This design comes from an exercise in tuning for small area, a short achievable clock period and few clock cycles per item on the open sky130 flow, not from production work. At most, simulation tests tie the RTL to the original design; equivalence was not proved. The RTL of runs 2 to 6 was laid out without a check of its function. No activity file was given, so power comes from the tool's default toggle rates.

File: design/flow/run.sh
#!/bin/bash
# synth_recipe.tcl (not shown) runs the flow's synth.tcl, then flattens the netlist and writes it again
# the make line also repeats each setting of config.mk as NAME=value (left out here)
make -C /OpenROAD-flow-scripts/flow DESIGN_CONFIG=/design/flow/config.mk WORK_HOME=/design/flow/orfs CLKGATE_MAP_FILE= SYNTH_SCRIPT=/design/flow/synth_recipe.tcl finish
File: design/flow/config.mk
export PLATFORM = sky130hd
export DESIGN_NAME = base58_encoder
export DESIGN_NICKNAME = base58_encoder
export VERILOG_FILES = /design/flow/design.v
export SDC_FILE = /design/flow/constraint.sdc
export NUM_CORES = 4
export LEC_CHECK = 0
export CAP_MARGIN = 20
export CORE_MARGIN = 2
export CORE_UTILIZATION = 40
export PLACE_DENSITY = 0.6
export SLEW_MARGIN = 20
File: design/flow/constraint.sdc
create_clock -name core_clock -period 9.0 [get_ports {i_clk}]
set_input_delay 1.8000 -clock core_clock [delete_from_list [all_inputs] [get_ports {i_clk}]]
set_output_delay 1.8000 -clock core_clock [all_outputs]
set_load 0.01 [all_outputs]
File: design/flow/design.v
module base58_encoder #(
    parameter int MAX_LEN = 32,
    parameter int K       = 2
) (
    input  logic       i_clk,
    input  logic       i_rst_n,
    input  logic       i_valid,
    output logic       o_stall,
    input  logic [7:0] i_data_byte,
    input  logic       i_last_byte,
    output logic       o_valid,
    input  logic       i_stall,
    output logic [6:0] o_out_char,
    output logic       o_last_char,
    output logic       o_too_long
);
    localparam int ND    = 44;           
    localparam int STEPS = 8 / K;
    logic       r_full;
    logic [7:0] r_byte;
    logic       r_last;
    logic [5:0] f_cnt;       
    logic       f_ovf;       
    logic       f_inlz;      
    logic [5:0] f_lz;        
    logic       f_done;      
    logic [7:0] s_byte;
    logic       s_busy;
    logic [2:0] s_step;
    logic       clr;         
    logic [5:0] d [ND];
    logic       out_mode;    
    logic       o_err;
    logic       o_zero;
    logic [5:0] o_lz;
    logic [5:0] o_p;
    logic       b_v;         
    logic [5:0] b_dig;
    logic       b_last;
    logic       b_err;
    logic       r_ov;        
    logic [6:0] r_ch;
    logic       r_lc;
    logic       r_er;
    logic       conv;
    logic       s_free;
    logic       take;
    logic       sig_byte;
    logic       ovf_new;
    logic       accept;
    logic       start_out;
    logic       adv;
    logic       p_last;
    assign o_stall = r_full;
    assign accept  = i_valid && !r_full;
    assign conv      = s_busy && !out_mode;
    assign s_free    = !s_busy || (conv && s_step == 3'(STEPS - 1));
    assign take      = r_full && !f_done && s_free;
    assign ovf_new   = f_ovf || (f_cnt == 6'(MAX_LEN));
    assign sig_byte  = !ovf_new && !(f_inlz && r_byte == 8'd0);
    assign start_out = !out_mode && f_done && !s_busy;
    assign adv       = !i_stall;
    function automatic logic [6:0] dstep(input logic [5:0] v, input logic cin);
        logic c, k1, k2, k3;
        c  = v[5] | (v[4] & v[3] & v[2] & (v[1] | v[0]));
        k1 = c & (v[1] | v[0]);
        k2 = v[2] & k1;
        k3 = v[3] & k2;
        dstep = {c, v[4] ^ k3, v[3] ^ k2, v[2] ^ k1, v[1] ^ (c & ~v[0]), v[0] ^ c, cin};
    endfunction
    logic [5:0] dn [ND];
    logic       cy [ND];
    logic [6:0] t;
    always_comb begin
        for (int i = 0; i < ND; i++) dn[i] = clr ? 6'd0 : d[i];
        for (int l = 0; l < K; l++) begin
            for (int i = 0; i < ND; i++) begin
                t = dstep(dn[i], 1'b0);
                cy[i] = t[6];
            end
            for (int i = 0; i < ND; i++) begin
                t = dstep(dn[i], (i == 0) ? s_byte[7 - l] : cy[i - 1]);
                dn[i] = t[5:0];
            end
        end
    end
    always_ff @(posedge i_clk) begin
        if (conv) begin
            for (int i = 0; i < ND; i++) d[i] <= dn[i];
        end
    end
    logic [5:0] top;
    always_comb begin
        top = '0;
        for (int i = 0; i < ND; i++) if (d[i] != 6'd0) top = 6'(i);
    end
    logic [5:0] m1 [12];
    logic [5:0] m2 [3];
    logic [5:0] dsel;
    always_comb begin
        for (int g = 0; g < 12; g++) begin
            case (o_p[1:0])
                2'd0:    m1[g] = d[4*g];
                2'd1:    m1[g] = (4*g+1 < ND) ? d[(4*g+1) % ND] : 6'd0;
                2'd2:    m1[g] = (4*g+2 < ND) ? d[(4*g+2) % ND] : 6'd0;
                default: m1[g] = (4*g+3 < ND) ? d[(4*g+3) % ND] : 6'd0;
            endcase
        end
        for (int g = 0; g < 3; g++) begin
            case (o_p[3:2])
                2'd0:    m2[g] = m1[4*g];
                2'd1:    m2[g] = m1[4*g+1];
                2'd2:    m2[g] = m1[4*g+2];
                default: m2[g] = m1[4*g+3];
            endcase
        end
        case (o_p[5:4])
            2'd0:    dsel = m2[0];
            2'd1:    dsel = m2[1];
            default: dsel = m2[2];
        endcase
    end
    function automatic logic [6:0] b58_char(input logic [5:0] v);
        if (v < 6'd9)       b58_char = 7'h31 + {1'b0, v};
        else if (v < 6'd17) b58_char = 7'h41 + ({1'b0, v} - 7'd9);
        else if (v < 6'd22) b58_char = 7'h4A + ({1'b0, v} - 7'd17);
        else if (v < 6'd33) b58_char = 7'h50 + ({1'b0, v} - 7'd22);
        else if (v < 6'd44) b58_char = 7'h61 + ({1'b0, v} - 7'd33);
        else                b58_char = 7'h6D + ({1'b0, v} - 7'd44);
    endfunction
    assign p_last = o_err || ((o_lz != '0) ? (o_lz == 6'd1 && o_zero) : (o_p == '0));
    always_ff @(posedge i_clk) begin
        if (!i_rst_n) begin
            r_full   <= 1'b0;
            f_cnt    <= '0;
            f_ovf    <= 1'b0;
            f_inlz   <= 1'b1;
            f_lz     <= '0;
            f_done   <= 1'b0;
            s_busy   <= 1'b0;
            s_step   <= '0;
            clr      <= 1'b1;
            out_mode <= 1'b0;
            b_v      <= 1'b0;
            r_ov     <= 1'b0;
        end else begin
            if (accept) begin
                r_full <= 1'b1;
            end else if (take) begin
                r_full <= 1'b0;
            end
            if (conv) begin
                clr    <= 1'b0;
                s_step <= s_step + 1'b1;
                if (s_step == 3'(STEPS - 1)) begin
                    s_busy <= 1'b0;
                    s_step <= '0;
                end
            end
            if (take) begin
                if (!f_ovf) f_cnt <= f_cnt + 1'b1;
                f_ovf <= ovf_new;
                if (!ovf_new) begin
                    if (f_inlz && r_byte == 8'd0) f_lz <= f_lz + 1'b1;
                    else f_inlz <= 1'b0;
                end
                if (sig_byte) begin
                    s_busy <= 1'b1;
                    s_step <= '0;
                end
                if (r_last) f_done <= 1'b1;
            end
            if (start_out) begin
                out_mode <= 1'b1;
                f_cnt    <= '0;
                f_ovf    <= 1'b0;
                f_inlz   <= 1'b1;
                f_lz     <= '0;
                f_done   <= 1'b0;
            end
            if (adv) begin
                b_v  <= out_mode;
                r_ov <= b_v;
                if (out_mode && p_last) begin
                    out_mode <= 1'b0;
                    clr      <= 1'b1;
                end
            end
        end
    end
    always_ff @(posedge i_clk) begin
        if (accept) begin
            r_byte <= i_data_byte;
            r_last <= i_last_byte;
        end
        if (take && sig_byte) begin
            s_byte <= r_byte;
        end else if (conv) begin
            s_byte <= s_byte << K;
        end
        if (start_out) begin
            o_err  <= f_ovf;
            o_zero <= clr;
            o_lz   <= f_lz;
            o_p    <= top;
        end
        if (adv) begin
            if (out_mode) begin
                b_last <= p_last;
                b_err  <= o_err;
                if (o_lz != '0) begin
                    b_dig <= 6'd0;
                    o_lz  <= o_lz - 1'b1;
                end else begin
                    b_dig <= dsel;
                    o_p   <= o_p - 1'b1;
                end
            end
            r_ch <= b_err ? 7'h00 : b58_char(b_dig);
            r_lc <= b_last;
            r_er <= b_err;
        end
    end
    assign o_valid     = r_ov;
    assign o_out_char  = r_ch;
    assign o_last_char = r_lc;
    assign o_too_long  = r_er;
endmodule
==> flow_summary.toml, run 1 <==
[logic_synthesis]
ys_seq_area_frac = 0.4177
synth_compound_area_frac = 0.09186
synth-async-reset-ratio = 0
synth_top_cell_by_area = "edfxtp_1"
ys_seq_elements = 336
muxShareOfSynthArea = 0.03126
syn_nets = 2574
yosys-top-cells-area = "edfxtp_1 (39%), ha_1 (15%), nor2b_1 (6.1%), xnor2_1 (5.1%), nor2_1 (3.5%)"
synth_top_family_by_area = "simple AND/OR/NAND/NOR gates"
synth_edf_count = 300
synth_ff_type = "edfxtp_1"
synth.avg_cell_area_um2 = 10.22
syn_inst = 2278
synth_simple_gate_area_frac = 0.1956
synthAdderAreaFrac = 0.1520
syn_area_mm2 = 0.02329
synth_xor_area_frac = 0.07107
yosysTopAreaCellShare = 0.3868
synth_cell_types = 65
yosys_warnings = 6

[clocking]
cts_tree = "yes"
cts_setup_buffers = 0
cts.sink_count = 336
cts_hold_buf = 0
htreeDepth = 2
cts_root_buffer = "clkbuf_16"
clockBufferDepth = 3
path_clk_slew_ps = 60
clock_latency_ps = 570
cts_buffers = 41
cts.repair.resized = 0

[timing]
period_needed_ps = 3840
slew_viol_final = 0
finalSetupViolCount = 0
fin_setup_tns_ps = 0
slew_headroom = 0.2803
fmax_mhz = 260.4
timing.final.ws_setup_ps = 5160
hold_viol = 0
grt_setup_unrepaired = "false"
fin_skew_ps = 23.29
fin_crit_sh = 0.4266
hold_slack_ps = 427.7
tightest_slew_ps = 1080

[critical_path]
startpoint_type = "input pin"
worstPathArrival_ps = 4290
required_ps = 9450
worst-setup-path-type = "input pin to flop"
critPathMaxFanout = 14
timing.critical_path.to_type = "flop"

[detailed_routing]
ant_nets = 0
drc = 0
vias = 16822
drt_first_pass_iters = 10
drtIter0Drc = 1372
drt-vias-per-instance = 5.485
wl_per_cell_um = 17.21
routed_wl_um = 52790

[job]
maxCapViolCount = 0

[cells_and_area]
area_delta_synth_final_pct = 10.32
final_area_mm2 = 0.02570
num-nets-final = 2566
mostFrequentLayoutCells = "edfxtp_1 (300), ha_1 (279), nor2b_1 (227)"
final_cell_count_no_fill = 3067
layout_commonest_cell = "edfxtp_1"
antenna_cells = 0
drive_gt1_frac = 0.05951
nFillCells = 5401

[global_route]
grt_pass1_wl_um = 86270
grt_pass1_vias = 16702
antenna_found_initial = 0
track_usage = 0.1765
grt_remaining_overflow = 0
grt_max_degree = 170

[power]
p_leak_nw = 10.36
clockPowerShare = 0.348
p_int_w = 0.003444
p_sw_w = 0.001536
powerDensity_mw_per_mm2 = 193.8
combPwrFrac = 0.243
seq_power_share = 0.408
swShare = 0.3084
ir_worst_vdd_uv = 132.4

[floorplan]
fp.dieH_um = 245.3
ioPinCount = 24
coreArea_mm2 = 0.05759
row_count = 88
initial_core_util = 0.4045
die_x_um = 245.3
die_area_mm2 = 0.06018

[placement]
place_area_mm2 = 0.02426
port_buffers = 23
post-place-ws_ps = 4604
place_inst = 2992
hpwl_um = 38230
gp_congestion = 0.8572

[worst_hold_path]
hp-class = "flop to flop"

[run_status]
outcome = "timing/DRC/antenna clean"
==> power groups by stage <==
stage | Combinational (W) | Clock, W | Sequential, W
final | 0.00121 | 0.00174 | 0.00203
after global routing | 0.00134 | 0.00184 | 0.00205
after CTS | 0.00121 | 0.00178 | 0.00203
after detailed placement | 0.00121 | 0 | 0.00206
after global placement | 0.00118 | 0 | 0.00206
after floorplan | 0.000907 | 0 | 0.00203
==> Yosys cell counts, types with 7 or more instances <==
| cell | n |
|---|---|
| edfxtp_1 | 300 |
| ha_1 | 283 |
| nor2b_1 | 227 |
| nor2_1 | 218 |
| inv_1 | 165 |
| nand2_1 | 144 |
| xnor2_1 | 136 |
| a222oi_1 | 66 |
| a21oi_1 | 63 |
| clkbuf_1 | 61 |
| xor2_1 | 53 |
| nor3_1 | 51 |
| nand2b_1 | 49 |
| and2_1 | 47 |
| o31ai_1 | 47 |
| nand3_1 | 38 |
| nor4_1 | 38 |
| dfxtp_1 | 36 |
| o21ai_0 | 30 |
| mux2_2 | 22 |
| mux2i_1 | 21 |
| nand4_1 | 20 |
| a31oi_1 | 15 |
| buf_1 | 13 |
| mux4_2 | 12 |
| a41oi_1 | 9 |
| buf_2 | 9 |
| nor3b_1 | 7 |
| o22ai_1 | 7 |
| or2_2 | 7 |
==> flip-flops by register name, indices dropped and copies added (netlist names), 3 cells and up <==
register,count
r_ch,7
r_byte,8
f_cnt,6
o_p,6
o_lz,6
b_dig,6
s_step,3
d,264
s_byte,8
f_lz,6
==> critical path: stages <==
cell	delay (ps)
clkdlybuf4s50_1	460
inv_1	310
nand2_1	170
inv_1	400
and3_1	370
nor2_1	140
o21ai_0	180
o21ai_0	140
and4b_1	280
nor2_1	40
==> metal layers <==
layer | GRT usage | vias to the layer above | wire length (µm)
li1 | - | 8239 | -
met4 | 0.06869 | 0 | 1741
met1 | 0.2318 | 8083 | 23810
met3 | 0.02303 | 105 | 2235
met5 | 0 | - | 0
met2 | 0.2951 | 395 | 25000
==> worst paths after layout <==
| check | start | to | slack [ps] | depth (start not counted) |
|---|---|---|---|---|
| worst max-delay path | i_stall | o_p[2] | 5160 | 10 |
| worst max register to register | clr | d[24][4] | 5560 | 11 |
| worst min-delay path | s_step[2] | s_step[2] | 430 | 2 |
| worst min register to register | s_step[2] | s_step[2] | 430 | 2 |
==> area by class of cell <==
type / instances / area [µm²] / area share
clock buffers: 64 / 1334 / 0.05190
repair buffers: 32 / 310.3 / 0.01208
inverters: 165 / 626.9 / 0.02439
clock inverters: 11 / 103.9 / 0.004041
well taps: 765 / 957.2 / 0.03725
multi-input cells: 1694 / 12630 / 0.4915
flip-flops and latches: 336 / 9734 / 0.3788
==> cell families (layout without fill, tap and decap cells) <==
logic type      Yosys count  in the layout
xor+xnor                189            189
buf+inv                 248            272
mux                      55             55
simple gates            878            878
flops                   336            336
fa+ha+maj               283            283
compound gates          289            289
==> metrics by stage <==
stage               total power, W  utilization
finish                    0.004980       0.4462
global route              0.005231       0.4462
CTS                       0.005029       0.4462
detailed placement        0.003271       0.4213
global placement          0.003239       0.4213
floorplan                 0.002936            -
Testbench counts, summed over its fixed seeds: cycles 21,320, bytes 3,974.
==> inputs of run 2 (changes only) <==
--- a/design/flow/design.v
+++ b/design/flow/design.v
@@ -1,6 +1,6 @@
 module base58_encoder #(
     parameter int MAX_LEN = 32,
-    parameter int K       = 2
+    parameter int K       = 1
 ) (
     input  logic       i_clk,
     input  logic       i_rst_n,
==> run 2 against run 1 <==
Still clean on timing, DRC and antenna; die area shrank 16%; sequential cell count did not move; via count decreased by 18%; critical path depth fell by 1; final area is 16% lower; critical path type unchanged.
==> flow_summary.toml, run 2 <==
[run_status]
outcome = "timing/DRC/antenna clean"

[timing]
slew_viol_final = 0
tightest_slew_ps = 1108
slew_headroom = 0.2615
fmax_mhz = 282.3
fin_skew_ps = 20.67
finalSetupViolCount = 0
hold_viol = 0
grt_setup_unrepaired = "false"
fin_setup_tns_ps = 0
period_needed_ps = 3543
fin_crit_sh = 0.3937

[logic_synthesis]
synth_top_cell_by_area = "edfxtp_1"
synth-async-reset-ratio = 0
synth_ff_type = "edfxtp_1"
syn_inst = 1821
synthAdderAreaFrac = 0.09789
post-synth-top-count-cell = "edfxtp_1"
yosysTopAreaCellShare = 0.4637
ys_seq_elements = 336
yosys-top-cells-area = "edfxtp_1 (46%), ha_1 (9.8%), nand2b_1 (4.3%), xnor2_1 (4.3%), nor2_1 (4.2%)"
synth_top_family_by_area = "simple AND/OR/NAND/NOR gates"
synth.avg_cell_area_um2 = 10.67
synth_compound_area_frac = 0.1040
syn_area_mm2 = 0.01943
syn_nets = 1986
synth_simple_gate_area_frac = 0.1986
yosys_warnings = 6
synth_cell_types = 70
muxShareOfSynthArea = 0.02441
ys_seq_area_frac = 0.5008
yosys-top-cells-count = "edfxtp_1 (300), nor2_1 (215), ha_1 (152)"
synth_xor_area_frac = 0.04553
synth_edf_count = 300

[power]
total_power_w = 0.004611
p_leak_nw = 7.869
ir_worst_vdd_uv = 149.6
powerDensity_mw_per_mm2 = 214.6

[global_route]
grt_pass1_vias = 13113
antenna_found_initial = 0
grt_remaining_overflow = 0
track_usage = 0.1728
grt_max_degree = 239
grt_pass1_wl_um = 69820

[clocking]
clock_latency_ps = 560
htreeDepth = 2
cts_hold_buf = 0
cts_tree = "yes"
clockBufferDepth = 3
path_clk_slew_ps = 60
cts_buffers = 39
cts_setup_buffers = 0
cts_root_buffer = "clkbuf_16"
cts.repair.resized = 0
cts.sink_count = 336

[placement]
gp_congestion = 0.9082
port_buffers = 23
hpwl_um = 29760

[critical_path]
startpoint_type = "input pin"
critPathMaxFanout = 13
worstPathArrival_ps = 4030
worst-setup-path-type = "input pin to flop"
required_ps = 9490
timing.critical_path.to_type = "flop"

[detailed_routing]
ant_nets = 0
dr_wl_met2_um = 19380
wl_met1_um = 20470
wl_per_cell_um = 17.68
drt_first_pass_iters = 10
top_layer = "met4"
drtIter0Drc = 1518
drc = 0
routed_wl_um = 43470
met3WireLength_um = 2639
drt-vias-per-instance = 5.638
vias = 13859

[floorplan]
die_area_mm2 = 0.05035
ioPinCount = 24
coreArea_mm2 = 0.04785
initial_core_util = 0.4060
row_count = 80
die_x_um = 224.4
fp.dieH_um = 224.4

[cells_and_area]
drive_gt1_frac = 0.05372
layout_commonest_cell = "edfxtp_1"
largest_reg_flops = 264
reg_top3 = "d: 264 flops, r_byte: 8 flops, s_byte: 8 flops"
num-nets-final = 1979
mostFrequentLayoutCells = "edfxtp_1 (300), nor2_1 (215), ha_1 (149)"
antenna_cells = 0
regMostFlops = "d"
area_delta_synth_final_pct = 10.58

[worst_hold_path]
hp-class = "flop to flop"

[job]
maxCapViolCount = 0
run 2: worst paths after layout:
check	startpoint	end	slack, ps	cells past startpoint
max reg2reg	o_p[0]	b_dig[4]	5880	9
min	b_last	r_lc	420	0
max	i_stall	o_p[5]	5460	9
min reg2reg	b_last	r_lc	420	0
run 2: cells by family (layout without fill, tap and decap cells):
kind of cell	after synthesis	count (layout)
adder cells (fa/ha/maj)	152	152
multiplexers	46	46
buffers and inverters	148	170
AND/OR/NAND/NOR	757	757
XOR/XNOR	101	101
flip-flops	336	336
AO/OA/AOI/OAI	281	281
run 2: metrics by stage:
step	util	instances	setup WS (ps)	instance area, µm²	hold slack [ps]
detailed placement	0.4233	2388	4886	20250	420.2
global route	0.4490	2458	5078	21480	425.8
CTS	0.4490	2458	5458	21480	425.3
finish	0.4490	2458	5457	21480	421.8
floorplan	-	1821	2677	19430	400.3
global placement	0.4227	2387	4916	20220	415.3
run 2: critical path: stages:
cell and delay (ps):
clkdlybuf4s50_1 450, inv_1 320, nand2_1 200, inv_1 370, nand3_1 290, nand2_1 220, a21oi_1 80, a31o_1 190
a21oi_1 110
run 2: power by group:
group | switching, W | internal (W) | total, W
logic | 0.000641 | 0.000413 | 0.00105
clock network | 0.000649 | 0.000892 | 0.00154
registers | 0.000134 | 0.00188 | 0.00202
run 2: layer usage:
metal	up-vias	GRT usage
met5	-	0
met4	0	0.05234
met3	69	0.03174
met2	404	0.2660
met1	6681	0.2476
li1	6705	-
run 2: cell type report:
type	count	area [µm²]
clock buffers	53	1145
clock inverters	17	85.08
fillers	4473	26360
inverters	66	255.2
multi-input cells	1337	9148
flip-flops and latches	336	9734
well taps	615	769.5
repair buffers	34	345.3
==> inputs of run 3 (changes only) <==
--- a/design/flow/design.v
+++ b/design/flow/design.v
@@ -1,6 +1,6 @@
 module base58_encoder #(
     parameter int MAX_LEN = 32,
-    parameter int K       = 1
+    parameter int K       = 4
 ) (
     input  logic       i_clk,
     input  logic       i_rst_n,
==> run 3 against run 2 <==
Hold slack gained 2.2 ps; global-route usage grew 1.4 points; still clean on timing, DRC and antenna; sequential share of layout area shrank 16 points; highest routed layer unchanged; utilization shrank 1.1 points.
==> flow_summary.toml, run 3 <==
[run_status]
outcome = "timing/DRC/antenna clean"

[cells_and_area]
regMostFlops = "d"
antenna_cells = 0
fin_util = 0.4378
largest_reg_flops = 264
final_cell_count_no_fill = 4225
mostFrequentLayoutCells = "ha_1 (542), inv_1 (352), edfxtp_1 (300)"
reg_top3 = "d: 264 flops, r_byte: 8 flops, s_byte: 8 flops"
num-nets-final = 3774
nFillCells = 7283
final_area_mm2 = 0.03319
area_delta_synth_final_pct = 8.632
drive_gt1_frac = 0.04281
layout_commonest_cell = "ha_1"

[job]
maxCapViolCount = 0

[logic_synthesis]
synth_xor_area_frac = 0.09373
synth_ff_type = "edfxtp_1"
yosys_warnings = 6
synth_edf_count = 300
muxShareOfSynthArea = 0.02449
yosysTopAreaCellShare = 0.2948
synth-async-reset-ratio = 0
syn_nets = 3771
syn_area_mm2 = 0.03055
synth_compound_area_frac = 0.1525
yosys-top-cells-count = "ha_1 (546), inv_1 (354), edfxtp_1 (300)"
syn_inst = 3212
post-synth-top-count-cell = "ha_1"
synth_top_family_by_area = "adder cells"
ys_seq_area_frac = 0.3184
ys_seq_elements = 336
yosys-top-cells-area = "edfxtp_1 (29%), ha_1 (22%), xnor2_1 (6.5%), inv_1 (4.3%), a21oi_1 (3.6%)"
synthAdderAreaFrac = 0.2236
synth_top_cell_by_area = "edfxtp_1"
synth.avg_cell_area_um2 = 9.513
synth_cell_types = 65
synth_simple_gate_area_frac = 0.1335

[clocking]
cts_hold_buf = 0
htreeDepth = 2
cts.repair.resized = 0
clockBufferDepth = 3
cts_buffers = 43
cts_root_buffer = "clkbuf_16"
cts.sink_count = 336
cts_tree = "yes"
clock_latency_ps = 590
cts_setup_buffers = 0
path_clk_slew_ps = 60

[timing]
fin_crit_sh = 0.6635
finalSetupViolCount = 0
grt_setup_unrepaired = "false"
fmax_mhz = 167.5
fin_skew_ps = 32.50
slew_viol_final = 0
hold_viol = 0
fin_setup_tns_ps = 0
slew_headroom = 0.2964
period_needed_ps = 5972
tightest_slew_ps = 1055

[critical_path]
timing.critical_path.to_type = "flop"
crit_top_cell = "ha_1"
worstPathArrival_ps = 6300
rrSetupSlack_ps = 3030
critPathTopFamily = "adder cells"
slowest_stage = "clkinv_2"
path_buf_inv = 2
startpoint_type = "flop"
worstPathCellList = "clkinv_2, buf_4, o21ai_0, nor2_1, ha_1, ha_1, nand2_1, o32ai_1, a21oi_1, a21oi_1, ha_1, ha_1, nand3_1, o21a_1, nor2_1, ha_1, ha_1, a31oi_1, a21oi_1, ha_1, ha_1, xor2_1"
critPathMaxFanout = 55
slowest_delay_ps = 820
worst-setup-path-type = "flop to flop"
crit_path_start = "clr"
required_ps = 9330
r2r_start = "clr"

[detailed_routing]
drtIter0Drc = 1695
ant_nets = 0
drt-vias-per-instance = 5.569
wl_per_cell_um = 17.37
routed_wl_um = 73400
vias = 23531
drt_first_pass_iters = 8
drc = 0

[placement]
gp_congestion = 0.8660
place_inst = 4148
hpwl_um = 56510
port_buffers = 23
place_area_mm2 = 0.03183

[global_route]
grt_pass1_vias = 22257
antenna_found_initial = 0
grt_max_degree = 91
track_usage = 0.1869
grt_pass1_wl_um = 118700
grt_remaining_overflow = 0

[floorplan]
coreArea_mm2 = 0.07582
initial_core_util = 0.4030
ioPinCount = 24
die_x_um = 280.4
fp.dieH_um = 280.4
row_count = 101
die_area_mm2 = 0.07861

[worst_hold_path]
hp-class = "flop to flop"
hp-start = "s_byte[4]"

[power]
total_power_w = 0.005669
ir_worst_vdd_uv = 126.6
p_leak_nw = 15.78
powerDensity_mw_per_mm2 = 170.8
-- run 3: cell type report --
| cell class | instances | area [µm²] | area share |
|---|---|---|---|
| sequential | 336 | 9734 | 0.2933 |
| clock buffer | 54 | 1202 | 0.03623 |
| clock inverter | 23 | 156.4 | 0.004712 |
| multi-input combinational | 2441 | 19190 | 0.5783 |
| tap | 978 | 1224 | 0.03687 |
| timing repair buffer | 37 | 335.3 | 0.01010 |
| inverter | 356 | 1345 | 0.04052 |
-- run 3: final timing paths --
| check | end | depth (start not counted) |
|---|---|---|
| worst max-delay path | d[35][5] | 22 |
| worst min-delay path | d[0][0] | 0 |
| worst min register to register | d[0][0] | 0 |
| worst max register to register | d[35][5] | 22 |
-- run 3: logic make-up after synthesis --
group,after synthesis
AND/OR/NAND/NOR,824
adder cells (fa/ha/maj),546
AO/OA/AOI/OAI,686
buffers and inverters,435
XOR/XNOR,327
multiplexers,58
flip-flops,336
-- run 3: metrics by stage --
step           hold slack (ps)  worst slack [ps]
3_5_place_dp             408.8              2998
4_1_cts                  419.0              2979
5_1_grt                  428.9              2467
3_3_place_gp             404.6              3076
6_report                 424.0              3028
2_1_floorplan            400.3              2456
-- run 3: power breakdown --
group	total, W	switching [W]	internal (W)
sequential	0.00214	0.000191	0.00195
combinational	0.00184	0.00109	0.000747
clock	0.00169	0.000718	0.000976
-- run 3: layer usage --
metal | track usage | vias up | part of all wire
met3 | 0.03073 | 101 | 0.059
met4 | 0.05882 | 0 | 0.027
met1 | 0.2546 | 11119 | 0.46
li1 | - | 11747 | -
met5 | 0 | - | 0
met2 | 0.3021 | 564 | 0.45
==> inputs of run 4 (changes only) <==
--- a/design/flow/design.v
+++ b/design/flow/design.v
@@ -1,6 +1,6 @@
 module base58_encoder #(
     parameter int MAX_LEN = 32,
-    parameter int K       = 4
+    parameter int K       = 2
 ) (
     input  logic       i_clk,
     input  logic       i_rst_n,
@@ -27,9 +27,11 @@
     logic [7:0] s_byte;
     logic       s_busy;
     logic [2:0] s_step;
-    logic       clr;         
+    logic       c_dn;        
+    logic [5:0] c_n;         
     logic [5:0] d [ND];
     logic       out_mode;    
+    logic       o_dn;        
     logic       o_err;
     logic       o_zero;
     logic [5:0] o_lz;
@@ -42,6 +44,7 @@
     logic [6:0] r_ch;
     logic       r_lc;
     logic       r_er;
+    logic       room;
     logic       conv;
     logic       s_free;
     logic       take;
@@ -53,13 +56,22 @@
     logic       p_last;
     assign o_stall = r_full;
     assign accept  = i_valid && !r_full;
-    assign conv      = s_busy && !out_mode;
+    assign room      = !out_mode || (c_n < (c_dn ? 6'(ND - 1) - o_p : o_p));
+    assign conv      = s_busy && room;
     assign s_free    = !s_busy || (conv && s_step == 3'(STEPS - 1));
     assign take      = r_full && !f_done && s_free;
     assign ovf_new   = f_ovf || (f_cnt == 6'(MAX_LEN));
     assign sig_byte  = !ovf_new && !(f_inlz && r_byte == 8'd0);
     assign start_out = !out_mode && f_done && !s_busy;
     assign adv       = !i_stall;
+    logic cl [ND];           
+    logic cn [ND];           
+    always_comb begin
+        for (int i = 0; i < ND; i++) begin
+            cl[i] = c_dn ? (6'(ND - 1 - i) < c_n) : (6'(i) < c_n);
+            cn[i] = c_dn ? (6'(ND - 1 - i) <= c_n) : (6'(i) <= c_n);
+        end
+    end
     function automatic logic [6:0] dstep(input logic [5:0] v, input logic cin);
         logic c, k1, k2, k3;
         c  = v[5] | (v[4] & v[3] & v[2] & (v[1] | v[0]));
@@ -70,29 +82,36 @@
     endfunction
     logic [5:0] dn [ND];
     logic       cy [ND];
+    logic       ci;
     logic [6:0] t;
     always_comb begin
-        for (int i = 0; i < ND; i++) dn[i] = clr ? 6'd0 : d[i];
+        for (int i = 0; i < ND; i++) dn[i] = cl[i] ? d[i] : 6'd0;
         for (int l = 0; l < K; l++) begin
             for (int i = 0; i < ND; i++) begin
                 t = dstep(dn[i], 1'b0);
                 cy[i] = t[6];
             end
             for (int i = 0; i < ND; i++) begin
-                t = dstep(dn[i], (i == 0) ? s_byte[7 - l] : cy[i - 1]);
+                if (c_dn) ci = (i == ND - 1) ? s_byte[7 - l] : cy[(i + 1) % ND];
+                else      ci = (i == 0)      ? s_byte[7 - l] : cy[(i + ND - 1) % ND];
+                t = dstep(dn[i], ci);
                 dn[i] = t[5:0];
             end
         end
     end
     always_ff @(posedge i_clk) begin
-        if (conv) begin
-            for (int i = 0; i < ND; i++) d[i] <= dn[i];
+        for (int i = 0; i < ND; i++) begin
+            if (conv && cn[i]) d[i] <= dn[i];
         end
     end
     logic [5:0] top;
     always_comb begin
-        top = '0;
-        for (int i = 0; i < ND; i++) if (d[i] != 6'd0) top = 6'(i);
+        top = c_dn ? 6'(ND - 1) : 6'd0;
+        if (c_dn) begin
+            for (int i = ND - 1; i >= 0; i--) if (cl[i] && d[i] != 6'd0) top = 6'(i);
+        end else begin
+            for (int i = 0; i < ND; i++) if (cl[i] && d[i] != 6'd0) top = 6'(i);
+        end
     end
     logic [5:0] m1 [12];
     logic [5:0] m2 [3];
@@ -128,7 +147,8 @@
         else if (v < 6'd44) b58_char = 7'h61 + ({1'b0, v} - 7'd33);
         else                b58_char = 7'h6D + ({1'b0, v} - 7'd44);
     endfunction
-    assign p_last = o_err || ((o_lz != '0) ? (o_lz == 6'd1 && o_zero) : (o_p == '0));
+    assign p_last = o_err || ((o_lz != '0) ? (o_lz == 6'd1 && o_zero)
+                                           : (o_p == (o_dn ? 6'(ND - 1) : 6'd0)));
     always_ff @(posedge i_clk) begin
         if (!i_rst_n) begin
             r_full   <= 1'b0;
@@ -139,7 +159,8 @@
             f_done   <= 1'b0;
             s_busy   <= 1'b0;
             s_step   <= '0;
-            clr      <= 1'b1;
+            c_n      <= '0;
+            c_dn     <= 1'b0;
             out_mode <= 1'b0;
             b_v      <= 1'b0;
             r_ov     <= 1'b0;
@@ -150,7 +171,7 @@
                 r_full <= 1'b0;
             end
             if (conv) begin
-                clr    <= 1'b0;
+                if (c_n != 6'(ND)) c_n <= c_n + 1'b1;
                 s_step <= s_step + 1'b1;
                 if (s_step == 3'(STEPS - 1)) begin
                     s_busy <= 1'b0;
@@ -172,6 +193,8 @@
             end
             if (start_out) begin
                 out_mode <= 1'b1;
+                c_n      <= '0;
+                c_dn     <= !c_dn;
                 f_cnt    <= '0;
                 f_ovf    <= 1'b0;
                 f_inlz   <= 1'b1;
@@ -183,7 +206,6 @@
                 r_ov <= b_v;
                 if (out_mode && p_last) begin
                     out_mode <= 1'b0;
-                    clr      <= 1'b1;
                 end
             end
         end
@@ -199,8 +221,9 @@
             s_byte <= s_byte << K;
         end
         if (start_out) begin
+            o_dn   <= c_dn;
             o_err  <= f_ovf;
-            o_zero <= clr;
+            o_zero <= (c_n == '0);
             o_lz   <= f_lz;
             o_p    <= top;
         end
@@ -213,7 +236,7 @@
                     o_lz  <= o_lz - 1'b1;
                 end else begin
                     b_dig <= dsel;
-                    o_p   <= o_p - 1'b1;
+                    o_p   <= o_dn ? o_p + 1'b1 : o_p - 1'b1;
                 end
             end
             r_ch <= b_err ? 7'h00 : b58_char(b_dig);
==> run 4 against run 3 <==
Count of clock-buffer cells in the layout grew 10; clock power is essentially flat; critical path depth shrank 9; sequential share of layout area grew 4.1 points; die area shrank 11%; hold slack gained 4.9 ps; total power shrank 24%; non-clock buffer count grew 6; critical endpoint is now d[13][5].
==> flow_summary.toml, run 4 <==
[floorplan]
coreArea_mm2 = 0.06740
die_x_um = 265.2
fp.dieH_um = 265.2
row_count = 95
ioPinCount = 24
die_area_mm2 = 0.07031
initial_core_util = 0.4048

[timing]
fin_crit_sh = 0.5320
slew_viol_final = 0
tightest_slew_ps = 1090
fin_setup_tns_ps = 0
finalSetupViolCount = 0
fin_skew_ps = 23.64
grt_setup_unrepaired = "false"
fmax_mhz = 208.9
slew_headroom = 0.2732
period_needed_ps = 4788
hold_viol = 0

[placement]
hpwl_um = 64320
port_buffers = 23
gp_congestion = 0.9777
place_area_mm2 = 0.02826
place_inst = 3537

[clocking]
cts_tree = "yes"
cts_hold_buf = 0
cts_root_buffer = "clkbuf_16"
cts_buffers = 44
cts.sink_count = 343
clockBufferDepth = 3
cts_setup_buffers = 0
clock_latency_ps = 590
path_clk_slew_ps = 70
cts.repair.resized = 0
htreeDepth = 2

[logic_synthesis]
syn_nets = 3045
yosys-top-cells-area = "edfxtp_1 (33%), ha_1 (14%), mux4_2 (5.2%), nand2_1 (3.8%), xnor2_1 (3.5%)"
ys_seq_area_frac = 0.3621
yosysTopAreaCellShare = 0.3313
synth_simple_gate_area_frac = 0.1720
synth-async-reset-ratio = 0
synthAdderAreaFrac = 0.1360
synth_cell_types = 105
synth_top_cell_by_area = "edfxtp_1"
yosys_warnings = 8
syn_area_mm2 = 0.02728
synth_compound_area_frac = 0.1420
muxShareOfSynthArea = 0.08604
synth.avg_cell_area_um2 = 9.972
synth_edf_count = 301
synth_ff_type = "edfxtp_1"
yosys-top-cells-count = "edfxtp_1 (301), ha_1 (295), nand2_1 (278)"
synth_top_family_by_area = "simple AND/OR/NAND/NOR gates"
post-synth-top-count-cell = "edfxtp_1"
syn_inst = 2736
synth_xor_area_frac = 0.06388
ys_seq_elements = 343

[detailed_routing]
wl_per_cell_um = 23.11
ant_nets = 0
routed_wl_um = 83600
drtIter0Drc = 2568
vias = 22174
drc = 0
drt_first_pass_iters = 8
drt-vias-per-instance = 6.129

[worst_hold_path]
hp-class = "flop to flop"
hp-start = "b_last"

[cells_and_area]
final_area_mm2 = 0.02963
reg_top3 = "d: 264 flops, r_byte: 8 flops, s_byte: 8 flops"
final_cell_count_no_fill = 3618
antenna_cells = 0
regMostFlops = "d"
num-nets-final = 3019
area_delta_synth_final_pct = 8.594
layout_commonest_cell = "edfxtp_1"
largest_reg_flops = 264
fin_util = 0.4396
drive_gt1_frac = 0.08962
mostFrequentLayoutCells = "edfxtp_1 (301), ha_1 (295), nand2_1 (277)"

[global_route]
grt_max_degree = 67
antenna_found_initial = 0
grt_pass1_wl_um = 128100
track_usage = 0.2340
grt_pass1_vias = 21344
grt_remaining_overflow = 0

[job]
maxCapViolCount = 0

[critical_path]
required_ps = 9340
r2r_start = "c_n[1]"
timing.critical_path.to_type = "flop"
critPathMaxFanout = 18
worstPathArrival_ps = 5130
worst-setup-path-type = "flop to flop"
crit_path_start = "c_n[1]"
startpoint_type = "flop"
rrSetupSlack_ps = 4210

[power]
powerDensity_mw_per_mm2 = 145.7
p_leak_nw = 12.64
ir_worst_vdd_uv = 127.4
total_power_w = 0.004316

[run_status]
outcome = "timing/DRC/antenna clean"
-- run 4: cell count changes after synthesis, moves of 68 or more --
cell / before / now
ha_1: 546 / 295
inv_1: 354 / 130
nand2_1: 130 / 278
nor2b_1: 142 / 24
xnor2_1: 227 / 109
and2_1: 46 / 114
-- run 4: worst paths after layout --
check	cells past startpoint	to
min reg2reg	0	r_lc
min	0	r_lc
max reg2reg	13	d[13][5]
max	13	d[13][5]
-- run 4: layout make-up --
| cell class | count | area [µm²] |
|---|---|---|
| well taps | 873 | 1092 |
| clock inverters | 17 | 132.6 |
| inverters | 135 | 511.7 |
| repair buffers | 43 | 380.4 |
| flip-flops and latches | 343 | 9898 |
| fillers | 6287 | 37770 |
| multi-input cells | 2143 | 16370 |
| clock buffers | 64 | 1237 |
-- run 4: cell families (layout without fill, tap and decap cells) --
kind of cell             count (synthesis)  count (layout)
AND/OR/NAND/NOR                        948             948
AO/OA/AOI/OAI                          548             548
flip-flops                             343             343
adder cells (fa/ha/maj)                296             296
buffers and inverters                  250             259
XOR/XNOR                               199             199
multiplexers                           152             152
-- run 4: power breakdown --
group          switching (W)  total, W  internal [W]
clock               0.000720   0.00171      0.000986
sequential         0.0000883   0.00186       0.00177
combinational       0.000478  0.000749      0.000271
total                0.00129   0.00432       0.00303
-- run 4: through the flow --
stage | hold WS, ps | setup WS (ps)
CTS | 430.5 | 4348
floorplan | 400.3 | 4304
global route | 437.6 | 3965
detailed placement | 416.9 | 4366
global placement | 407.1 | 4473
finish | 428.9 | 4212
-- run 4: routing by layer --
metal,track usage,vias to the layer above,wire length (µm)
met3,0.04832,175,7422
met2,0.3814,985,38550
li1,-,10176,-
met5,0,-,0
met1,0.3092,10838,34780
met4,0.08062,0,2846
-- run 4: critical path: stages (launching register included) --
cell and delay (ps):
dfxtp_1 440, buf_4 320, ha_1 640, nand4_1 200
a22oi_1 590, nor2b_1 450, and3_1 220, ha_1 140
ha_1 240, a41oi_1 610, a21oi_1 110, ha_1 230
ha_1 190, xor2_1 140
==> inputs of run 5 (changes only) <==
--- a/design/flow/design.v
+++ b/design/flow/design.v
@@ -1,6 +1,6 @@
 module base58_encoder #(
     parameter int MAX_LEN = 32,
-    parameter int K       = 2
+    parameter int K       = 4
 ) (
     input  logic       i_clk,
     input  logic       i_rst_n,
==> run 5 against run 4 <==
Setup slack worse by 1900 ps; total power up 29%; wire length up 45%; critical endpoint is now d[19][5]; largest power group unchanged.
==> flow_summary.toml, run 5 <==
[run_status]
outcome = "timing/DRC/antenna clean"

[floorplan]
coreArea_mm2 = 0.09333
fp.dieH_um = 311.0
die_area_mm2 = 0.09669
ioPinCount = 24
initial_core_util = 0.4038
row_count = 112
die_x_um = 311.0

[detailed_routing]
drc = 0
vias = 33196
wl_per_cell_um = 22.51
drt_first_pass_iters = 8
routed_wl_um = 120900
drt-vias-per-instance = 6.178
ant_nets = 0
drtIter0Drc = 3520

[logic_synthesis]
ys_seq_elements = 343
post-synth-top-count-cell = "ha_1"
syn_area_mm2 = 0.03769
synth_top_cell_by_area = "edfxtp_1"
syn_nets = 4705
syn_inst = 4133
ys_seq_area_frac = 0.2621
synth-async-reset-ratio = 0
yosys-top-cells-area = "edfxtp_1 (24%), ha_1 (19%), xnor2_1 (5.9%), nand2_1 (3.6%), mux4_2 (3.6%)"
synth_ff_type = "edfxtp_1"
yosysTopAreaCellShare = 0.2398
synth.avg_cell_area_um2 = 9.119
yosys-top-cells-count = "ha_1 (558), nand2_1 (364), edfxtp_1 (301)"
synth_cell_types = 125
yosys_warnings = 8
synth_edf_count = 301

[timing]
grt_setup_unrepaired = "false"
slew_headroom = 0.2290
tightest_slew_ps = 1154
slew_viol_final = 0
fin_crit_sh = 0.7411
fin_setup_tns_ps = 0
hold_viol = 0
finalSetupViolCount = 0
period_needed_ps = 6670
fmax_mhz = 149.9
fin_skew_ps = 24.67

[critical_path]
critPathMaxFanout = 13
required_ps = 9370
critPathTopFamily = "adder cells"
crit_top_cell = "ha_1"
worst-setup-path-type = "flop to flop"
slowest_delay_ps = 620
worstPathArrival_ps = 7030
timing.critical_path.to_type = "flop"
slowest_stage = "ha_1"
path_buf_inv = 4
startpoint_type = "flop"

[clocking]
cts.repair.resized = 0
cts_tree = "yes"
path_clk_slew_ps = 60
htreeDepth = 2
cts_buffers = 46
clockBufferDepth = 3
cts.sink_count = 343
cts_setup_buffers = 0
clock_latency_ps = 620
cts_hold_buf = 0
cts_root_buffer = "clkbuf_16"

[cells_and_area]
antenna_cells = 0
nFillCells = 9288
drive_gt1_frac = 0.07380
largest_reg_flops = 264
layout_commonest_cell = "ha_1"
area_delta_synth_final_pct = 7.739
num-nets-final = 4653
mostFrequentLayoutCells = "ha_1 (558), nand2_1 (364), edfxtp_1 (301)"
regMostFlops = "d"
reg_top3 = "d: 264 flops, r_byte: 8 flops, s_byte: 8 flops"

[global_route]
antenna_found_initial = 1
grt_remaining_overflow = 0
track_usage = 0.2432
grt_max_degree = 107
grt_pass1_vias = 31442
grt_pass1_wl_um = 185600

[power]
ir_worst_vdd_uv = 149.5
total_power_w = 0.005587
powerDensity_mw_per_mm2 = 137.6
p_leak_nw = 18.53

[placement]
gp_congestion = 0.9711
hpwl_um = 96070
port_buffers = 23

[worst_hold_path]
hp-class = "flop to flop"

[job]
maxCapViolCount = 0
-- run 5: cell count changes after synthesis, sizes merged, moves of 50 or more --
cell / change
a21oi: +84
a31oi: +74
buf: +50
ha: +263
inv: +60
nand2: +87
nand3: +86
nor2: +77
o21ai: +84
xnor2: +144
-- run 5: area by class of cell --
cell class              count  area (µm²)  share of cell area
multi-input cells        3433       26320              0.6483
flip-flops and latches    343        9898              0.2438
well taps                1254        1569             0.03864
clock buffers              61        1343             0.03306
inverters                 195       737.0             0.01815
repair buffers             62       540.5             0.01331
clock inverters            25       195.2            0.004807
-- run 5: logic make-up after synthesis --
logic type               synth area share
XOR/XNOR                          0.08502
multiplexers                      0.05255
buffers and inverters             0.04004
flip-flops                         0.2621
AO/OA/AOI/OAI                      0.1994
adder cells (fa/ha/maj)            0.1858
AND/OR/NAND/NOR                    0.1751
-- run 5: worst register-to-register path: stages, from the launching register on --
cell and delay, ps:
dfxtp_1 440, inv_1 200, ha_1 620, nand2b_1 510, a21oi_1 440, or3_1 230
inv_1 90, ha_1 200, or4_1 530, a221o_1 440, a22oi_1 180, ha_1 170
ha_1 150, xnor2_1 170, inv_1 70, a31oi_1 240, a21oi_1 90, ha_1 190
ha_1 190, xnor2_1 310, inv_1 70, a31oi_1 290, a21oi_1 80, ha_1 200
ha_1 180, xor2_1 130
-- run 5: power breakdown --
group / switching [W] / leakage (nW) / total, W / internal (W)
clock network: 0.000790 / 0.752 / 0.00190 / 0.00111
logic: 0.00105 / 14.4 / 0.00169 / 0.000641
registers: 0.000173 / 3.34 / 0.00200 / 0.00182
total: 0.00202 / 18.5 / 0.00559 / 0.00357
-- run 5: stage by stage --
stage | instances | setup slack [ps] | utilization | hold slack [ps] | instance area (µm²)
after global routing | 5373 | 1972 | 0.4351 | 455.2 | 40600
after CTS | 5373 | 2504 | 0.4350 | 444.4 | 40600
after global placement | 5284 | 2601 | 0.4183 | 415.2 | 39040
after detailed placement | 5287 | 2517 | 0.4185 | 426.2 | 39060
after floorplan | 4133 | 3313 | - | 400.3 | 37690
final | 5373 | 2331 | 0.4351 | 438.1 | 40600
-- run 5: routing by layer --
layer | global-route usage | vias up | wire length, µm
li1 | - | 15548 | -
met4 | 0.09772 | 0 | 5120
met5 | 0 | - | 0
met1 | 0.3242 | 15999 | 51340
met3 | 0.03879 | 260 | 9890
met2 | 0.3928 | 1389 | 54600
-- run 5: worst paths after layout --
kind | startpoint | endpoint | slack, ps | depth (start not counted)
worst max-delay path | c_n[0] | d[19][5] | 2330 | 25
worst min-delay path | b_last | r_lc | 440 | 0
worst min register to register | b_last | r_lc | 440 | 0
worst max register to register | c_n[0] | d[19][5] | 2330 | 25
==> inputs of run 6 (changes only) <==
--- a/design/flow/design.v
+++ b/design/flow/design.v
@@ -44,7 +44,6 @@
     logic [6:0] r_ch;
     logic       r_lc;
     logic       r_er;
-    logic       room;
     logic       conv;
     logic       s_free;
     logic       take;
@@ -56,7 +55,7 @@
     logic       p_last;
     assign o_stall = r_full;
     assign accept  = i_valid && !r_full;
-    assign room      = !out_mode || (c_n < (c_dn ? 6'(ND - 1) - o_p : o_p));
+    logic room;
     assign conv      = s_busy && room;
     assign s_free    = !s_busy || (conv && s_step == 3'(STEPS - 1));
     assign take      = r_full && !f_done && s_free;
@@ -68,8 +67,14 @@
     logic cn [ND];           
     always_comb begin
         for (int i = 0; i < ND; i++) begin
-            cl[i] = c_dn ? (6'(ND - 1 - i) < c_n) : (6'(i) < c_n);
-            cn[i] = c_dn ? (6'(ND - 1 - i) <= c_n) : (6'(i) <= c_n);
+            if (c_dn) cn[i] = (i == ND - 1) ? 1'b1 : cl[(i + 1) % ND];
+            else      cn[i] = (i == 0)      ? 1'b1 : cl[(i + ND - 1) % ND];
+        end
+    end
+    always_ff @(posedge i_clk) begin
+        for (int i = 0; i < ND; i++) begin
+            if (!i_rst_n || start_out) cl[i] <= 1'b0;
+            else if (conv)             cl[i] <= cn[i];
         end
     end
     function automatic logic [6:0] dstep(input logic [5:0] v, input logic cin);
@@ -161,10 +166,14 @@
             s_step   <= '0;
             c_n      <= '0;
             c_dn     <= 1'b0;
+            room     <= 1'b1;
             out_mode <= 1'b0;
             b_v      <= 1'b0;
             r_ov     <= 1'b0;
         end else begin
+            room <= !out_mode || (out_mode && adv && p_last) ||
+                    (6'(c_n + 6'd1) < (c_dn ? 6'(ND - 1) - o_p : o_p));
+            if (start_out) room <= 1'b0;
             if (accept) begin
                 r_full <= 1'b1;
             end else if (take) begin
==> run 6 against run 5 <==
Sequential cell count is 45 higher; register-to-register slack gained 1100 ps; via count fell by 7.0%; synthesized cell count shrank 3.6%; die area decreased by 1.1%; area after synthesis decreased by 1.1%; final cell count decreased by 2.8%; utilization up 0.36 points; sequential share of layout area is 2.4 points higher; fmax up 20%; first-iteration DRC count is 22% lower; critical path type unchanged; largest power group is now the clock network.
==> flow_summary.toml, run 6 <==
[run_status]
outcome = "timing/DRC/antenna clean"

[power]
p_int_w = 0.003589
p_sw_w = 0.001581
seq_power_share = 0.404
powerDensity_mw_per_mm2 = 128.2
swShare = 0.3058
clockPowerShare = 0.414
ir_worst_vdd_uv = 137.6
combPwrFrac = 0.182
p_leak_nw = 17.49

[detailed_routing]
drt_first_pass_iters = 5
vias = 30861
routed_wl_um = 105100
drtIter0Drc = 2750
ant_nets = 0
drc = 0
drt-vias-per-instance = 5.912
wl_per_cell_um = 20.13

[critical_path]
slowest_stage = "o21ai_0"
crit_top_cell = "ha_1"
worstPathCellList = "o2111a_1, o21ai_0, inv_1, ha_1, a21boi_0, o211ai_1, o21ai_0, ha_1, xnor2_1, nand3_1, a21oi_1, or2_2, a21boi_0, ha_1, ha_1, xnor2_1, inv_1, a31oi_1, a21oi_1, ha_1, ha_1, xor2_1"
timing.critical_path.to_type = "flop"
worstPathArrival_ps = 5940
worst-setup-path-type = "flop to flop"
startpoint_type = "flop"
critPathMaxFanout = 6
slowest_delay_ps = 610
path_depth = 22
ff2ff_path_depth = 22
required_ps = 9390
path_buf_inv = 2
critPathTopFamily = "compound AO/OA/AOI/OAI gates"

[floorplan]
initial_core_util = 0.4054
row_count = 111
fp.dieH_um = 309.3
coreArea_mm2 = 0.09194
die_x_um = 309.3
ioPinCount = 24
die_area_mm2 = 0.09564

[logic_synthesis]
post-synth-top-count-cell = "ha_1"
synth_ff_type = "edfxtp_1"
yosys-top-cells-area = "edfxtp_1 (24%), ha_1 (19%), xnor2_1 (5.5%), a21oi_1 (5.3%), dfxtp_1 (4.7%)"
syn_inst = 3986
yosys_warnings = 8
synth_top_cell_by_area = "edfxtp_1"
synth.avg_cell_area_um2 = 9.351
ys_seq_elements = 388
synth-async-reset-ratio = 0
yosys-top-cells-count = "ha_1 (556), a21oi_1 (396), edfxtp_1 (301)"
synth_cell_types = 87
syn_area_mm2 = 0.03727
ys_seq_area_frac = 0.2892
synth_edf_count = 301
yosysTopAreaCellShare = 0.2425
syn_nets = 4556

[clocking]
path_clk_slew_ps = 60
clock_latency_ps = 660
cts.repair.resized = 0
cts_hold_buf = 0
cts_tree = "yes"
cts.sink_count = 388
htreeDepth = 2
cts_setup_buffers = 0
cts_buffers = 50
clockBufferDepth = 3
cts_root_buffer = "clkbuf_16"

[global_route]
grt_pass1_wl_um = 165700
grt_max_degree = 92
track_usage = 0.2176
grt_remaining_overflow = 0
antenna_found_initial = 0
grt_pass1_vias = 29310

[cells_and_area]
reg_top3 = "d: 264 flops, cl: 44 flops"
layout_commonest_cell = "ha_1"
mostFrequentLayoutCells = "ha_1 (556), a21oi_1 (396), edfxtp_1 (301)"
drive_gt1_frac = 0.06336
antenna_cells = 0
final_area_mm2 = 0.04033
nFillCells = 8979
num-nets-final = 4505
fin_util = 0.4386
area_delta_synth_final_pct = 8.194
largest_reg_flops = 264
regMostFlops = "d"

[job]
maxCapViolCount = 0

[timing]
period_needed_ps = 5554
fin_skew_ps = 42.01
fin_crit_sh = 0.6171
slew_viol_final = 0
fin_setup_tns_ps = 0
hold_viol = 0
tightest_slew_ps = 1159
finalSetupViolCount = 0
slew_headroom = 0.2208
grt_setup_unrepaired = "false"
fmax_mhz = 180.0

[placement]
gp_congestion = 0.9146
hpwl_um = 80550
place_area_mm2 = 0.03860
port_buffers = 23

[worst_hold_path]
holdPathStages = 0
hp-class = "flop to flop"
-- run 6: cell count changes in the layout (fill, tap and decap cells not counted), sizes merged, moves of 40 or more --
cell / before / now
a211oi: 52 / 12
nor4: 47 / 3
nand2: 365 / 284
nand3: 146 / 86
dfxtp: 42 / 87
a21oi: 240 / 396
o211ai: 27 / 79
and3: 59 / 16
and3b: 2 / 42
and2: 157 / 200
nor3: 79 / 36
o31ai: 31 / 73
-- run 6: cell families after synthesis --
kind of cell,after synthesis,synth area share
compound gates,1128,0.1983
fa+ha+maj,557,0.1872
buf+inv,321,0.03464
xor+xnor,345,0.08106
simple gates,1098,0.1486
mux,149,0.06103
flops,388,0.2892
-- run 6: layout make-up --
type | instances | area, µm² | area share
Clock buffer | 68 | 1389 | 0.03444
Multi-Input combinational cell | 3277 | 25220 | 0.6253
Clock inverter | 26 | 340.3 | 0.008439
Sequential cell | 388 | 10790 | 0.2676
Timing Repair Buffer | 41 | 365.4 | 0.009059
Inverter | 177 | 669.4 | 0.01660
Tap cell | 1243 | 1555 | 0.03856
-- run 6: power groups by stage --
| stage | combinational (W) | sequential (W) | clock [W] |
|---|---|---|---|
| floorplan | 0.000688 | 0.00204 | 0 |
| global placement | 0.000927 | 0.00212 | 0 |
| detailed placement | 0.000930 | 0.00212 | 0 |
| CTS | 0.000936 | 0.00208 | 0.00218 |
| global route | 0.00102 | 0.00209 | 0.00223 |
| finish | 0.000942 | 0.00209 | 0.00214 |
-- run 6: worst paths after layout --
kind | from | to | slack (ps)
setup / recovery | d[12][1] | d[12][5] | 3450
hold reg to reg | b_last | r_lc | 420
setup reg to reg | d[12][1] | d[12][5] | 3450
hold / removal | b_last | r_lc | 420
-- run 6: routing by layer --
| metal | global-route usage | vias up | routed length, µm |
|---|---|---|---|
| li1 | - | 14986 | - |
| met1 | 0.2998 | 14882 | 48300 |
| met2 | 0.3582 | 824 | 48300 |
| met3 | 0.02739 | 169 | 5795 |
| met4 | 0.06006 | 0 | 2691 |
| met5 | 0 | - | 0 |
-- run 6: per-stage QoR --
stage	instances	setup slack [ps]	power [W]	hold slack, ps
after floorplan	3986	4113	0.002729	400.3
after global placement	5126	3580	0.003046	404.9
after detailed placement	5126	3555	0.003050	409.8
after CTS	5220	3512	0.005195	425.0
after global routing	5220	3018	0.005345	438.2
final	5220	3446	0.005170	423.5
==> inputs of run 7 (changes only) <==
--- a/design/flow/design.v
+++ b/design/flow/design.v
@@ -1,6 +1,6 @@
 module base58_encoder #(
     parameter int MAX_LEN = 32,
-    parameter int K       = 4
+    parameter int K       = 2
 ) (
     input  logic       i_clk,
     input  logic       i_rst_n,
==> run 7 against run 6 <==
Final area shrank 26%; critical path type is now input pin to flop; register-to-register slack gained 1800 ps; clock power shrank 8%; setup slack gained 1700 ps; synthesized cell count shrank 35%; sequential power shrank 2%; utilization grew 0.42 points; total power shrank 10%; area after synthesis shrank 27%; first-iteration DRC count shrank 33%.
==> flow_summary.toml, run 7 <==
[logic_synthesis]
synth_ff_type = "edfxtp_1"
ys_seq_elements = 388
yosysTopAreaCellShare = 0.3316
yosys-top-cells-count = "edfxtp_1 (301), ha_1 (293), nand2_1 (261)"
synth.avg_cell_area_um2 = 10.49
yosys_warnings = 8
syn_nets = 2905
post-synth-top-count-cell = "edfxtp_1"
ys_seq_area_frac = 0.3955
synth_compound_area_frac = 0.1356
muxShareOfSynthArea = 0.1042
synth_edf_count = 301
synth_top_cell_by_area = "edfxtp_1"
synth_xor_area_frac = 0.06620
synth_simple_gate_area_frac = 0.1243
yosys-top-cells-area = "edfxtp_1 (33%), ha_1 (13%), dfxtp_1 (6.4%), mux4_2 (5.1%), xnor2_1 (4.7%)"
synth_cell_types = 87
synth-async-reset-ratio = 0
synthAdderAreaFrac = 0.1352
synth_top_family_by_area = "compound AO/OA/AOI/OAI gates"
syn_inst = 2598
syn_area_mm2 = 0.02726

[detailed_routing]
drtIter0Drc = 1841
drt-vias-per-instance = 5.843
routed_wl_um = 69690
ant_nets = 0
drc = 0
wl_per_cell_um = 20.07
vias = 20292
drt_first_pass_iters = 5

[timing]
hold_viol = 0
slew_headroom = 0.3032
period_needed_ps = 3824
fin_skew_ps = 35.43
fin_setup_tns_ps = 0
fmax_mhz = 261.5
slew_viol_final = 0
grt_setup_unrepaired = "false"
finalSetupViolCount = 0
tightest_slew_ps = 1043
hold_slack_ps = 436.3
fin_crit_sh = 0.4249

[clocking]
cts_tree = "yes"
cts_root_buffer = "clkbuf_16"
cts.repair.resized = 0
path_clk_slew_ps = 70
clockBufferDepth = 3
cts.sink_count = 388
cts_hold_buf = 0
htreeDepth = 2
cts_setup_buffers = 0
cts_buffers = 47
clock_latency_ps = 610

[cells_and_area]
regMostFlops = "d"
largest_reg_flops = 264
mostFrequentLayoutCells = "edfxtp_1 (301), ha_1 (293), nand2_1 (259)"
drive_gt1_frac = 0.08888
num-nets-final = 2867
layout_commonest_cell = "edfxtp_1"
reg_top3 = "d: 264 flops, cl: 44 flops"
area_delta_synth_final_pct = 9.305

[power]
total_power_w = 0.004631
powerDensity_mw_per_mm2 = 155.4
ir_worst_vdd_uv = 107.3
p_leak_nw = 12.73

[critical_path]
critPathCapture = "o_p[0]"
worstPathArrival_ps = 4300
ff2ff_path_depth = 10
reg2reg_to = "d[20][5]"
r2r_start = "c_dn"
critPathMaxFanout = 13
startpoint_type = "input pin"
worst-setup-path-type = "input pin to flop"
crit_path_start = "i_stall"
timing.critical_path.to_type = "flop"
rrSetupSlack_ps = 5210
required_ps = 9480

[global_route]
grt_pass1_vias = 20219
grt_pass1_wl_um = 111700
grt_max_degree = 53
track_usage = 0.1974
antenna_found_initial = 0
grt_remaining_overflow = 0

[placement]
gp_congestion = 0.8707
hpwl_um = 51980
port_buffers = 23

[floorplan]
fp.dieH_um = 265.0
initial_core_util = 0.4051
ioPinCount = 24
row_count = 95
coreArea_mm2 = 0.06728
die_x_um = 265.0
die_area_mm2 = 0.07024

[job]
maxCapViolCount = 0

[run_status]
outcome = "timing/DRC/antenna clean"

[worst_hold_path]
hp-class = "flop to flop"
==> run 7: report_power, final <==
group	leakage, nW	switching [W]	internal, W	total [W]
clock	0.775	0.000805	0.00115	0.00196
sequential	3.36	0.0000916	0.00196	0.00205
combinational	8.59	0.000375	0.000245	0.000620
total	12.7	0.00127	0.00336	0.00463
==> run 7: per-layer routing <==
metal	share of wire	GRT usage	vias to the layer above
li1	-	-	9590
met1	0.44	0.2630	10059
met4	0.017	0.04550	0
met2	0.48	0.3375	552
met3	0.056	0.03074	91
met5	0	0	-
==> run 7: worst min-delay path by stage <==
stage            from  endpoint  slack, ps  depth (start not counted)
6_report       b_last      r_lc        440                          0
4_1_cts        b_last      r_lc        440                          0
5_1_grt        b_last      r_lc        450                          0
3_5_place_dp   b_last      r_lc        420                          0
3_3_place_gp   f_inlz    f_inlz        430                          1
2_1_floorplan  b_last      r_lc        400                          0
==> run 7: final cells by class <==
class,instances,area [µm²]
timing repair buffer,31,290.3
clock inverter,28,312.8
tap,873,1092
inverter,159,599.3
sequential,388,10790
multi-input combinational,1933,15430
fill,6219,37480
antenna,1,2.502
clock buffer,60,1275
==> run 7: cells by family (layout without fill, tap and decap cells) <==
kind of cell               Yosys count  after routing
AOI/OAI and AO/OA                  526            526
xor gates and xnor gates           206            206
adders and majority gates          294            294
buffers and inverters              277            278
DFF                                388            388
muxes                              199            199
other                                0              1
and+or+nand+nor                    708            708
==> run 7: through the flow <==
| step | util | std cells | setup WS [ps] | instance area, µm² |
|---|---|---|---|---|
| after global placement | 0.4192 | 3384 | 4552 | 28200 |
| after CTS | 0.4428 | 3472 | 5201 | 29790 |
| final | 0.4428 | 3473 | 5176 | 29790 |
| after global routing | 0.4428 | 3472 | 4931 | 29790 |
| after detailed placement | 0.4192 | 3384 | 4575 | 28200 |
| after floorplan | - | 2598 | 5407 | 27260 |
==> run 7: critical path: stages <==
cell and delay (ps):
clkdlybuf4s50_1 510, nor2b_1 160, buf_4 210, nand3_1 420, nand3_1 230, o21ai_0 170, or4_1 560, a31oi_1 170
a211oi_1 60
Testbench counts of run 7, summed over its fixed seeds: cycles 16,772, bytes 3,974.

-- separate check: timing with driven ports --
The results above use ideal ports. As a check the final layouts listed here were re-extracted and re-timed, cells and wires unchanged. Step 1 sets driving cells, clkbuf_16 on the clock port and buf_2 on the other inputs (assumed; they add their load-dependent delay and slew). Step 2 also shifts input and output timing later by t, the mid clock arrival at the registers, as if the neighbouring blocks saw the same clock. a / b / c = ideal / step 1 / step 2; a / b = the first two.
run | shift t [ns] | slack for setup (ns) | worst setup path at the end | latest minus earliest clock arrival (ns) | worst slew at a driven data input, ns
run 1 | 0.621 | 5.160 / 5.201 / 4.580 | input to register | 0.024 / 0.024 | 0.05
run 2 | 0.607 | 5.457 / 5.490 / 4.883 | input to register | 0.021 / 0.022 | 0.04
run 3 | 0.640 | 3.028 / 3.028 / 3.028 | register to register | 0.034 / 0.034 | 0.03
run 4 | 0.645 | 4.212 / 4.212 / 4.212 | register to register | 0.025 / 0.026 | 0.04
run 5 | 0.680 | 2.331 / 2.331 / 2.331 | register to register | 0.027 / 0.027 | 0.05
run 6 | 0.716 | 3.446 / 3.446 / 3.446 | register to register | 0.042 / 0.043 | 0.04
run 7 | 0.655 | 5.176 / 5.210 / 4.557 | input to register | 0.036 / 0.036 | 0.03
After both steps setup and hold are still met in every run listed. The setup slack of run 7, which loses most, moves by +0.034 ns with the drivers and by -0.619 ns with both steps.
